Context: an optimization exercise on an open-source flow, tuned for small area. The choices shown serve that exercise and are no tape-out recipe.
The RTL was checked by simulation tests, not by an equivalence proof against the original design.
No activity file was given, so power comes from the tool's default toggle rates.

Design tdes_dec, start of the top module:
module tdes_dec (
	input  logic             clk,
	input  logic             rst,
	input  tdes_pkg::key_t   ek1,
	input  tdes_pkg::key_t   ek2,
	input  tdes_pkg::key_t   ek3,
	input  tdes_pkg::block_t ct,
	output tdes_pkg::block_t pt,
	output tdes_pkg::key_t   k1,
	output tdes_pkg::key_t   k2,
	output tdes_pkg::key_t   k3
);
Size: roughly 1900 cells after synthesis, ~330 flip-flops, about 640 I/O pins, about 17000 µm² of cells after synthesis.
export LEC_CHECK = 0
export CAP_MARGIN = 20
export CORE_MARGIN = 2
export CORE_UTILIZATION = 40
export SLEW_MARGIN = 20
create_clock -name core_clock -period 4.0 [get_ports {clk}]
standard.sh (not shown) runs the stock make flow with config.mk's settings and CLKGATE_MAP_FILE= SYNTH_SCRIPT=/design/flow/synth_recipe.tcl, a recipe that flattens the netlist after the stock synthesis.
==> flow/flow/run.sh <==
#!/bin/bash
# Standard ORFS layout, but with the smallest buffer on every input and
# output port instead of the default port buffer.
set -euo pipefail
export BUFFER_PORTS_ARGS="-buffer_cell sky130_fd_sc_hd__buf_1"
bash standard.sh > standard.log 2>&1
The starting point completed without violations.
Change:
==> flow/run.sh (new file) <==
#!/bin/bash
# synth_recipe.tcl (not shown) runs the flow's synth.tcl, then flattens the netlist and writes it again
# the make line also repeats each setting of config.mk as NAME=value (left out here)
make -C /OpenROAD-flow-scripts/flow DESIGN_CONFIG=/design/flow/config.mk WORK_HOME=/design/flow/orfs CLKGATE_MAP_FILE= SYNTH_SCRIPT=/design/flow/synth_recipe.tcl finish
removed: flow/flow/run.sh
removed: flow/standard.sh
Effect:
- register-to-register slack got worse by 40 ps
- die area does not change
- fmax fell by a little under a tenth
- count of clock-buffer cells in the layout fell by 4
- final area rose by about a fifth
- worst hold slack stays flat
- setup slack got worse by 340 ps
- clock power fell by a few percent
- global-route usage rose by 1.9 points

---

tdes_dec, a different RTL version from the one above (not shown whole).
Size in the first run: ~1800 cells after synthesis, about 330 flip-flops, roughly 0.015 sq mm of cells after synthesis.
export LEC_CHECK = 0
export CAP_MARGIN = 20
export CORE_MARGIN = 2
export CORE_UTILIZATION = 40
export SLEW_MARGIN = 20
create_clock -name core_clock -period 4.0 [get_ports {clk}]
==> flow/flow/run.sh <==
#!/bin/bash
# Layout flow: the standard ORFS flow (standard.sh) with two changes.
#  1. Synthesis maps the logic with an area-oriented ABC script
#     (flow/abc_area.script) in place of ORFS's speed script. The rest of
#     synthesis is the standard one, so the registers are the same.
#  2. Every port gets the smallest buffer (buf_1) in place of the default.
#  3. Clock tree: clkbuf_8 buffers, up to 30 registers per leaf buffer, no
#     dummy loads.
# Each tool's output goes to ORFS's own logs under orfs/logs; the make
# output goes to area_standard.log.
set -euo pipefail
here=$(pwd)
fl=$here/flow

# ORFS's synthesis script with only its abc call changed
sed 's|log_cmd abc {\*}\$abc_args|log_cmd abc -script '"$fl"'/abc_area.script {*}$lib_args {*}$lib_dont_use_args|' \
	"$FLOW_HOME/scripts/synth.tcl" > "$here/orfs_synth_area.tcl"
grep -q 'abc_area.script' "$here/orfs_synth_area.tcl"

# The standard flow's synthesis wrapper, sourcing that script
sed "s|\$::env(SCRIPTS_DIR)/synth.tcl|$here/orfs_synth_area.tcl|" synth_recipe.tcl > "$here/area_synth.tcl"
grep -q 'orfs_synth_area.tcl' "$here/area_synth.tcl"

# standard.sh, using that wrapper
sed "s|$here/synth_recipe.tcl|$here/area_synth.tcl|g" standard.sh > "$here/area_standard.sh"
grep -q 'area_synth.tcl' "$here/area_standard.sh"

export BUFFER_PORTS_ARGS="-buffer_cell sky130_fd_sc_hd__buf_1"
export CTS_ARGS="-sink_clustering_enable -repair_clock_nets -buf_list sky130_fd_sc_hd__clkbuf_8 -sink_clustering_size 16 -sink_clustering_max_diameter 60 -dont_use_dummy_load"
bash "$here/area_standard.sh" > "$here/area_standard.log" 2>&1
==> flow/flow/abc_area.script <==
strash
dc2
&get -n
&dch -f
&nf -R 1000
&put
The starting point finished clean.
Change:
--- a/flow/flow/run.sh
+++ b/flow/flow/run.sh
@@ -1,3 +1,3 @@
 #!/bin/bash
-# Layout flow: the standard ORFS flow (standard.sh) with two changes.
+# Layout flow: the standard ORFS flow (standard.sh) with three changes.
 #  1. Synthesis maps the logic with an area-oriented ABC script
@@ -6,4 +6,4 @@
 #  2. Every port gets the smallest buffer (buf_1) in place of the default.
-#  3. Clock tree: clkbuf_8 buffers, up to 30 registers per leaf buffer, no
-#     dummy loads.
+#  3. Clock tree: clkbuf_8 buffers, up to 16 registers per leaf buffer
+#     within 60 um, no dummy loads.
 # Each tool's output goes to ORFS's own logs under orfs/logs; the make
@@ -28,3 +28,3 @@
 export BUFFER_PORTS_ARGS="-buffer_cell sky130_fd_sc_hd__buf_1"
-export CTS_ARGS="-sink_clustering_enable -repair_clock_nets -buf_list sky130_fd_sc_hd__clkbuf_8 -sink_clustering_size 16 -sink_clustering_max_diameter 60 -dont_use_dummy_load"
+export CTS_ARGS="-sink_clustering_enable -repair_clock_nets -buf_list sky130_fd_sc_hd__clkbuf_16 -sink_clustering_size 24 -sink_clustering_max_diameter 80 -dont_use_dummy_load"
 bash "$here/area_standard.sh" > "$here/area_standard.log" 2>&1
PLACE_DENSITY = 0.75   (was not set)
What happened: Cell count stays flat; worst hold slack improved by 37 ps; total power increases by 1.7%; setup slack got worse by 100 ps; final area increases by 0.56%; critical path depth increases by 3; first-iteration DRC count increases by 32%; die area is unchanged.
Change:
--- a/flow/flow/run.sh
+++ b/flow/flow/run.sh
@@ -1,3 +1,3 @@
 #!/bin/bash
-# Layout flow: the standard ORFS flow (standard.sh) with three changes.
+# Layout flow: the standard ORFS flow (standard.sh) with two changes.
 #  1. Synthesis maps the logic with an area-oriented ABC script
@@ -6,4 +6,2 @@
 #  2. Every port gets the smallest buffer (buf_1) in place of the default.
-#  3. Clock tree: clkbuf_8 buffers, up to 16 registers per leaf buffer
-#     within 60 um, no dummy loads.
 # Each tool's output goes to ORFS's own logs under orfs/logs; the make
@@ -28,3 +26,2 @@
 export BUFFER_PORTS_ARGS="-buffer_cell sky130_fd_sc_hd__buf_1"
-export CTS_ARGS="-sink_clustering_enable -repair_clock_nets -buf_list sky130_fd_sc_hd__clkbuf_16 -sink_clustering_size 24 -sink_clustering_max_diameter 80 -dont_use_dummy_load"
 bash "$here/area_standard.sh" > "$here/area_standard.log" 2>&1
PLACE_DENSITY = not set   (was 0.75)
Clock-buffer cell count rose by 36.
Power increases by 19%.
Cell area went up by 4.6%.
Sequential share of layout area went down by 1.7 points.
Register-to-register slack barely changes.
Cell count goes up by 1.4%.
Combinational power is about the same.
Core utilization went up by 2.2 points.
Routed wire length rose by 1.7%.
Change:
--- a/flow/flow/run.sh
+++ b/flow/flow/run.sh
@@ -6,2 +6,4 @@
 #  2. Every port gets the smallest buffer (buf_1) in place of the default.
+#  3. Clock tree: clkbuf_8 buffers, up to 30 registers per leaf buffer, no
+#     dummy loads.
 # Each tool's output goes to ORFS's own logs under orfs/logs; the make
@@ -26,2 +28,3 @@
 export BUFFER_PORTS_ARGS="-buffer_cell sky130_fd_sc_hd__buf_1"
+export CTS_ARGS="-sink_clustering_enable -repair_clock_nets -buf_list sky130_fd_sc_hd__clkbuf_8 -sink_clustering_size 16 -sink_clustering_max_diameter 60 -dont_use_dummy_load"
 bash "$here/area_standard.sh" > "$here/area_standard.log" 2>&1
CAP_MARGIN = 0   (was 20)
SLEW_MARGIN = 0   (was 20)
=>
- utilization came out lower by 2.4 points
- non-clock buffer count is unchanged
- sequential share of layout area climbs by 1.9 points
- wire length drops slightly
- register-to-register slack is better by 90 ps
Change:
--- a/flow/flow/run.sh
+++ b/flow/flow/run.sh
@@ -1,3 +1,3 @@
 #!/bin/bash
-# Layout flow: the standard ORFS flow (standard.sh) with two changes.
+# Layout flow: the standard ORFS flow (standard.sh) with three changes.
 #  1. Synthesis maps the logic with an area-oriented ABC script
@@ -6,4 +6,4 @@
 #  2. Every port gets the smallest buffer (buf_1) in place of the default.
-#  3. Clock tree: clkbuf_8 buffers, up to 30 registers per leaf buffer, no
-#     dummy loads.
+#  3. Clock tree: clkbuf_8 buffers, up to 16 registers per leaf buffer
+#     within 60 um, no dummy loads.
 # Each tool's output goes to ORFS's own logs under orfs/logs; the make
CAP_MARGIN = 20   (was 0)
PLACE_DENSITY = 0.75   (was not set)
SLEW_MARGIN = 20   (was 0)
Effect: Core utilization goes down by 0.14 points. Final area barely changes. Setup slack gets worse by 160 ps. Clock power is lower by 12%. Sequential share of layout area came out higher by 0.11 points. Wire length goes down by 0.97%. Synthesized area stays the same.

---

Setup of tundra:
Starting RTL as in the previous note.
Settings: LEC_CHECK=0, CAP_MARGIN=20, CORE_MARGIN=2, CORE_UTILIZATION=48, PLACE_DENSITY=0.75, SLEW_MARGIN=20; clock period 4.0 ns.
==> flow/flow/run.sh <==
#!/bin/bash
# Layout flow: the standard ORFS flow (standard.sh) with three changes.
#  1. Synthesis maps the logic with an area-oriented ABC script
#     (flow/abc_area.script) in place of ORFS's speed script. The rest of
#     synthesis is the standard one, so the registers are the same.
#  2. Every port gets the smallest buffer (buf_1) in place of the default.
#  3. Clock tree: clkbuf_8 buffers, up to 16 registers per leaf buffer
#     within 60 um, no dummy loads.
# Each tool's output goes to ORFS's own logs under orfs/logs; the make
# output goes to area_standard.log.
set -euo pipefail
here=$(pwd)
fl=$here/flow

# ORFS's synthesis script with only its abc call changed
sed 's|log_cmd abc {\*}\$abc_args|log_cmd abc -script '"$fl"'/abc_area.script {*}$lib_args {*}$lib_dont_use_args|' \
	"$FLOW_HOME/scripts/synth.tcl" > "$here/orfs_synth_area.tcl"
grep -q 'abc_area.script' "$here/orfs_synth_area.tcl"

# The standard flow's synthesis wrapper, sourcing that script
sed "s|\$::env(SCRIPTS_DIR)/synth.tcl|$here/orfs_synth_area.tcl|" synth_recipe.tcl > "$here/area_synth.tcl"
grep -q 'orfs_synth_area.tcl' "$here/area_synth.tcl"

# standard.sh, using that wrapper
sed "s|$here/synth_recipe.tcl|$here/area_synth.tcl|g" standard.sh > "$here/area_standard.sh"
grep -q 'area_synth.tcl' "$here/area_standard.sh"

export BUFFER_PORTS_ARGS="-buffer_cell sky130_fd_sc_hd__buf_1"
export CTS_ARGS="-sink_clustering_enable -repair_clock_nets -buf_list sky130_fd_sc_hd__clkbuf_4 -sink_clustering_size 10 -sink_clustering_max_diameter 40 -dont_use_dummy_load"
bash "$here/area_standard.sh" > "$here/area_standard.log" 2>&1
Scripts as last shown in full above: flow/flow/abc_area.script
tundra reached the final stage; the timing, DRC and antenna checks on its layout passed.
#### Input delta (violet over tundra)
--- a/flow/flow/run.sh
+++ b/flow/flow/run.sh
@@ -1,3 +1,3 @@
 #!/bin/bash
-# Layout flow: the standard ORFS flow (standard.sh) with three changes.
+# Layout flow: the standard ORFS flow (standard.sh) with two changes.
 #  1. Synthesis maps the logic with an area-oriented ABC script
@@ -6,4 +6,4 @@
 #  2. Every port gets the smallest buffer (buf_1) in place of the default.
-#  3. Clock tree: clkbuf_8 buffers, up to 16 registers per leaf buffer
-#     within 60 um, no dummy loads.
+#  3. Clock tree: clkbuf_8 buffers, up to 30 registers per leaf buffer, no
+#     dummy loads.
 # Each tool's output goes to ORFS's own logs under orfs/logs; the make
@@ -28,3 +28,3 @@
 export BUFFER_PORTS_ARGS="-buffer_cell sky130_fd_sc_hd__buf_1"
-export CTS_ARGS="-sink_clustering_enable -repair_clock_nets -buf_list sky130_fd_sc_hd__clkbuf_4 -sink_clustering_size 10 -sink_clustering_max_diameter 40 -dont_use_dummy_load"
+export CTS_ARGS="-sink_clustering_enable -repair_clock_nets -buf_list sky130_fd_sc_hd__clkbuf_8 -sink_clustering_size 16 -sink_clustering_max_diameter 60 -dont_use_dummy_load"
 bash "$here/area_standard.sh" > "$here/area_standard.log" 2>&1
--- a/flow/config.mk
+++ b/flow/config.mk
@@ -9,3 +9,3 @@
 export CORE_MARGIN = 2
-export CORE_UTILIZATION = 48
+export CORE_UTILIZATION = 40
 export PLACE_DENSITY = 0.75
## What came out
- On violet: cell area after placement is about 1.2% higher than what tundra gave.
- Area fraction in compound gates after synthesis: tundra vs violet identical
- Compared with tundra, violet degrades overall power consumption.
Modified inputs, sierra compared to violet
--- a/flow/flow/run.sh
+++ b/flow/flow/run.sh
@@ -1,3 +1,3 @@
 #!/bin/bash
-# Layout flow: the standard ORFS flow (standard.sh) with two changes.
+# Layout flow: the standard ORFS flow (standard.sh) with three changes.
 #  1. Synthesis maps the logic with an area-oriented ABC script
@@ -6,4 +6,4 @@
 #  2. Every port gets the smallest buffer (buf_1) in place of the default.
-#  3. Clock tree: clkbuf_8 buffers, up to 30 registers per leaf buffer, no
-#     dummy loads.
+#  3. Clock tree: clkbuf_8 buffers, up to 16 registers per leaf buffer
+#     within 60 um, no dummy loads.
 # Each tool's output goes to ORFS's own logs under orfs/logs; the make
@@ -28,3 +28,3 @@
 export BUFFER_PORTS_ARGS="-buffer_cell sky130_fd_sc_hd__buf_1"
-export CTS_ARGS="-sink_clustering_enable -repair_clock_nets -buf_list sky130_fd_sc_hd__clkbuf_8 -sink_clustering_size 16 -sink_clustering_max_diameter 60 -dont_use_dummy_load"
+export CTS_ARGS="-sink_clustering_enable -repair_clock_nets -buf_list sky130_fd_sc_hd__clkbuf_4 -sink_clustering_size 8 -sink_clustering_max_diameter 35 -dont_use_dummy_load"
 bash "$here/area_standard.sh" > "$here/area_standard.log" 2>&1
--- a/flow/config.mk
+++ b/flow/config.mk
@@ -9,3 +9,3 @@
 export CORE_MARGIN = 2
-export CORE_UTILIZATION = 40
+export CORE_UTILIZATION = 48
 export PLACE_DENSITY = 0.75
## What came out
[compare] base=violet new=sierra: met3 wire length picked up an extra 520 µm, switching power of the nets picked up an extra about 1.3%, maximum frequency picked up an extra 3.2%, overall track demand over capacity in global routing picked up an extra 5.4 points, non-clock buffer share of cell area lost 0.38 points.
[compare] base=violet new=sierra: non-clock buffer count now sits lower; die area now sits lower; post-layout total power now sits higher.
Post-route cell area (sierra over violet): decrease, 0.99%
Summary: wire length of the first global-routing pass, sierra better than violet
The following lists how garnet was set up differently from sierra:
--- a/flow/flow/run.sh
+++ b/flow/flow/run.sh
@@ -1,3 +1,3 @@
 #!/bin/bash
-# Layout flow: the standard ORFS flow (standard.sh) with three changes.
+# Layout flow: the standard ORFS flow (standard.sh) with two changes.
 #  1. Synthesis maps the logic with an area-oriented ABC script
@@ -6,4 +6,4 @@
 #  2. Every port gets the smallest buffer (buf_1) in place of the default.
-#  3. Clock tree: clkbuf_8 buffers, up to 16 registers per leaf buffer
-#     within 60 um, no dummy loads.
+#  3. Clock tree: clkbuf_8 buffers, up to 30 registers per leaf buffer, no
+#     dummy loads.
 # Each tool's output goes to ORFS's own logs under orfs/logs; the make
@@ -28,3 +28,3 @@
 export BUFFER_PORTS_ARGS="-buffer_cell sky130_fd_sc_hd__buf_1"
-export CTS_ARGS="-sink_clustering_enable -repair_clock_nets -buf_list sky130_fd_sc_hd__clkbuf_4 -sink_clustering_size 8 -sink_clustering_max_diameter 35 -dont_use_dummy_load"
+export CTS_ARGS="-sink_clustering_enable -repair_clock_nets -buf_list sky130_fd_sc_hd__clkbuf_16 -sink_clustering_size 30 -sink_clustering_max_diameter 100 -dont_use_dummy_load"
 bash "$here/area_standard.sh" > "$here/area_standard.log" 2>&1
--- a/flow/config.mk
+++ b/flow/config.mk
@@ -9,4 +9,3 @@
 export CORE_MARGIN = 2
-export CORE_UTILIZATION = 48
-export PLACE_DENSITY = 0.75
+export CORE_UTILIZATION = 40
 export SLEW_MARGIN = 20
Notes after the runs:
- When garnet is set beside sierra, its final worst setup slack turns out to be 0.14 ns larger.
- Re clock tree buffer count of the final layout: sierra and garnet aren't equal, and the lower value belongs to garnet.
- Looking only at non-clock buffer area fraction after layout, and setting everything else aside, the lower value of sierra and garnet goes to sierra.
- sierra → garnet: non-filler instance count after layout climbed 2.3%; final design instance area without fill climbed about 0.6%; cell total after placement climbed 113; die height climbed about 9%.

## port drivers added, routing unchanged
How much do the figures lean on ideal ports? The routed layouts below were timed once more, with nothing changed but the port constraints.
Step 1 (the two cells are an assumption about what drives the block):
set clk [get_ports {clk}]
set_driving_cell -lib_cell sky130_fd_sc_hd__clkbuf_16 $clk
set_driving_cell -lib_cell sky130_fd_sc_hd__buf_2 [delete_from_list [all_inputs] $clk]
Step 2 adds t to the input delays and takes it off the output delays; t is the mean of the earliest and latest rising clock arrival at the registers after step 1. Input paths then give back, and output paths get back, about the clock's delay inside the block.
Slacks: ideal ports / drivers / drivers and shift; pairs: ideal ports / drivers.
run | shift t [ns] | setup WS [ns] | latest minus earliest clock arrival (ns) | cell pins on the clock port's net
the first run of note 1 | 0.614 | 0.491 / 0.433 / 0.870 | 0.022 / 0.022 | 1
the second run of note 1 | 0.595 | 0.153 / 0.098 / 0.693 | 0.025 / 0.025 | 1
the first run of note 2 | 0.619 | 0.626 / 0.576 / 1.013 | 0.081 / 0.081 | 1
the second run of note 2 | 0.556 | 0.521 / 0.471 / 0.911 | 0.062 / 0.062 | 1
the third run of note 2 | 0.581 | 0.670 / 0.615 / 0.924 | 0.025 / 0.025 | 1
the fourth run of note 2 | 0.619 | 0.626 / 0.576 / 1.013 | 0.081 / 0.081 | 1
the fifth run of note 2 | 0.643 | 0.464 / 0.414 / 0.942 | 0.083 / 0.083 | 1
tundra | 0.744 | 0.549 / 0.502 / 1.049 | 0.073 / 0.073 | 1
violet | 0.643 | 0.464 / 0.414 / 0.942 | 0.083 / 0.083 | 1
sierra | 0.716 | 0.573 / 0.526 / 1.001 | 0.066 / 0.065 | 1
garnet | 0.554 | 0.715 / 0.665 / 0.966 | 0.048 / 0.048 | 1
After both steps setup and hold are still met in every run listed.
